Context: an optimization exercise on an open-source flow, tuned for small area. The choices shown serve that exercise and are no tape-out recipe.
Function was checked by simulation only, so behaviour that the tests miss may differ from the original.
Power and IR drop assume default switching activity.

v52:
Design fifo_sync_param, start of the top module:
module fifo_sync_param #(
   parameter int         DATA_W = 128,
   parameter int         DEPTH  = 16,
   parameter logic       MODE   = fifo_pkg::FIFO_STD,
   parameter int         AW     = $clog2(DEPTH)
) (
   input  logic              clk,
   input  logic              rst,
   input  logic              i_wren,
   input  logic [DATA_W-1:0] i_wrdata,
   input  logic              i_rden,
   input  logic [AW:0]       i_alm_full_thr,
   input  logic [AW:0]       i_alm_empty_thr,
   input  logic              i_clr_err,
   output logic [DATA_W-1:0] o_rddata,
   output logic              o_full,
   output logic              o_alm_full,
   output logic              o_empty,
   output logic              o_alm_empty,
   output logic [AW:0]       o_count,
   output logic              o_overflow,
   output logic              o_underflow
);
Size: about 5600 cells after synthesis, roughly 280 I/O pins.
clock: 5.0 ns
lec_check: 0
cap_margin: 20
core_margin: 2
core_utilization: 45
cts_buf_list: sky130_fd_sc_hd__clkbuf_8
cts_cluster_diameter: 60
cts_cluster_size: 18
place_density: 0.8
slew_margin: 20
synth_hierarchical: 1
standard.sh (not shown) runs the stock make flow with config.mk's settings and CLKGATE_MAP_FILE= SYNTH_SCRIPT=/design/flow/synth_recipe.tcl, a recipe that flattens the netlist after the stock synthesis.
==> flow/flow/run.sh <==
#!/bin/bash
# Standard ORFS layout (the standard.sh, standard synthesis), with port buffers of
# the smallest buffer and a clock tree built without dummy loads.
set -euo pipefail
bash standard.sh \
  BUFFER_PORTS_ARGS="-buffer_cell sky130_fd_sc_hd__buf_1" \
  CTS_ARGS="-sink_clustering_enable -repair_clock_nets -dont_use_dummy_load -sink_clustering_size 18 -sink_clustering_max_diameter 60 -buf_list sky130_fd_sc_hd__clkbuf_8" \
  finish > orfs_flow.log 2>&1
Input-level comparison between v33 and v52:
Settings: PLACE_DENSITY: 0.8 -> 0.7; CORE_UTILIZATION: 45 -> 40.
Notes after the runs:
- Delta (v33 minus v52): non-clock buffer count in the final layout shrank by 20, share of final-layout standard cells stronger than drive strength 1 shrank by 0.43 points, logic gate share of total power shrank by 0.6 points, number of violations reported at the end of detailed-routing iteration 0 shrank by 3199.
- Comparing v52 and v33, the lower count of clock-net buffers in the final layout was measured on v33.
- Of v52 and v33, v52 shows the higher number of buffers created by CTS, with v33 below it.
- v33 — switching fraction of total power 0.40 points lower, v52 as reference
- v52 has a higher number of antenna violations at the first check in global routing than v33.
- Normalized max-slew margin delta for v33 relative to v52: 2.2 points higher
- v33 vs. v52: worst setup slack dropped 0.36 ns, fraction of area in multi-input gates roughly the same.
Changes in v59 relative to v33:
Settings: swapping 40 for 45 in CORE_UTILIZATION.
[summary]
v59 against v33: worst supply voltage drop on vdd has decreased, total power went up, final worst setup slack has decreased, hold slack shrank by 0.022 ns, share of cell area taken by flip-flops and latches shows an increase of 0.19 points. v59 vs v33 — layout buffer count excluding clock buffers climbed slightly.
### v59 -> v4
Settings: PLACE_DENSITY removed (was 0.7).
==> notes.md <==
For end-of-flow core utilization, v4 and v59 come out practically identical.
Launching element of the worst setup path: r_count[0] -> v59, r_rd_none -> v4
Compared with v59, in v4 global-route wire length before repair climbed about 1%; post-layout net count barely changed; maximum frequency climbed 32 MHz.
Clock latency reported for the late side of the worst-skew pair was lower in the run labelled v4.
From v59 to v4 the numbers moved as follows: max-slew headroom at the worst pin went up by 2.8 points, filler cell count in the final layout went up by 253, wire length on met2 went up by about 0.9%.
[v4] total routing usage reported by global routing rose 0.43 points relative to v59

---

fifo_sync_param, a different RTL version from the one above (not shown whole).
For scale: roughly 5600 cells after synthesis.
export LEC_CHECK = 0
export CAP_MARGIN = 10
export CORE_MARGIN = 2
export CORE_UTILIZATION = 50
export CTS_BUF_LIST = sky130_fd_sc_hd__clkbuf_8
export CTS_CLUSTER_DIAMETER = 60
export CTS_CLUSTER_SIZE = 20
export SLEW_MARGIN = 10
export SYNTH_HIERARCHICAL = 1
create_clock -name core_clock -period 5.0 [get_ports {clk}]
==> flow/flow/run.sh <==
#!/bin/bash
# Standard ORFS layout (the standard.sh, standard synthesis), with port buffers of
# the smallest buffer and a clock tree built without dummy loads.
set -euo pipefail
bash standard.sh \
  BUFFER_PORTS_ARGS="-buffer_cell sky130_fd_sc_hd__buf_1" \
  CTS_ARGS="-sink_clustering_enable -repair_clock_nets -dont_use_dummy_load -sink_clustering_size 20 -sink_clustering_max_diameter 60 -buf_list sky130_fd_sc_hd__clkbuf_8" \
  finish > orfs_flow.log 2>&1
==> next run, changes <==
Settings changed: CAP_MARGIN 10 to 20, CORE_UTILIZATION 50 to 45, SLEW_MARGIN 10 to 20.
=> The changed run went through all stages and came out clean. Area after synthesis stays the same. Power barely changes. Wire length goes up by 3.0%. Design area barely changes. Combinational power is about the same. Setup slack degrades by 0.13 ns. Global-route usage decreases by 2.2 points. Die area increases by 11%. Sequential share of layout area hardly moves. Final cell count increases by 3.5%.

-- port drivers added, routing unchanged --
Ports are ideal in the flow. The routed layouts listed here were re-timed in OpenROAD. Step 1 sets driving cells, clkbuf_16 on the clock port and buf_2 on the other inputs (assumed; they add their load-dependent delay and slew). Step 2, shift: input delay + t, output delay - t, t = (earliest + latest rising clock arrival at the registers) / 2. This alone moves slack from input paths to output paths. Slacks: ideal / step 1 / step 2; pairs: ideal / step 1.
run	shift t [ns]	setup WS [ns]	hold slack, ns	clock arrival spread, ns
v52	0.944	1.031 / 1.031 / 0.861	0.100 / 0.046 / 0.386	0.150 / 0.150
v33	0.981	0.667 / 0.589 / 0.616	0.371 / 0.322 / 0.396	0.091 / 0.091
v59	0.997	0.296 / 0.296 / 0.296	0.349 / 0.286 / 0.354	0.114 / 0.115
v4	1.002	0.917 / 0.832 / 0.722	0.190 / 0.125 / 0.381	0.114 / 0.114
the first run of note 2	0.966	1.190 / 1.114 / 1.421	0.336 / 0.289 / 0.344	0.132 / 0.132
the second run of note 2	0.989	1.064 / 0.984 / 1.307	0.109 / 0.049 / 0.371	0.115 / 0.114
After both steps every run listed still meets setup and hold. For v4, which loses most, drivers alone change the setup slack by -0.085 ns; drivers and shift together by -0.195 ns.
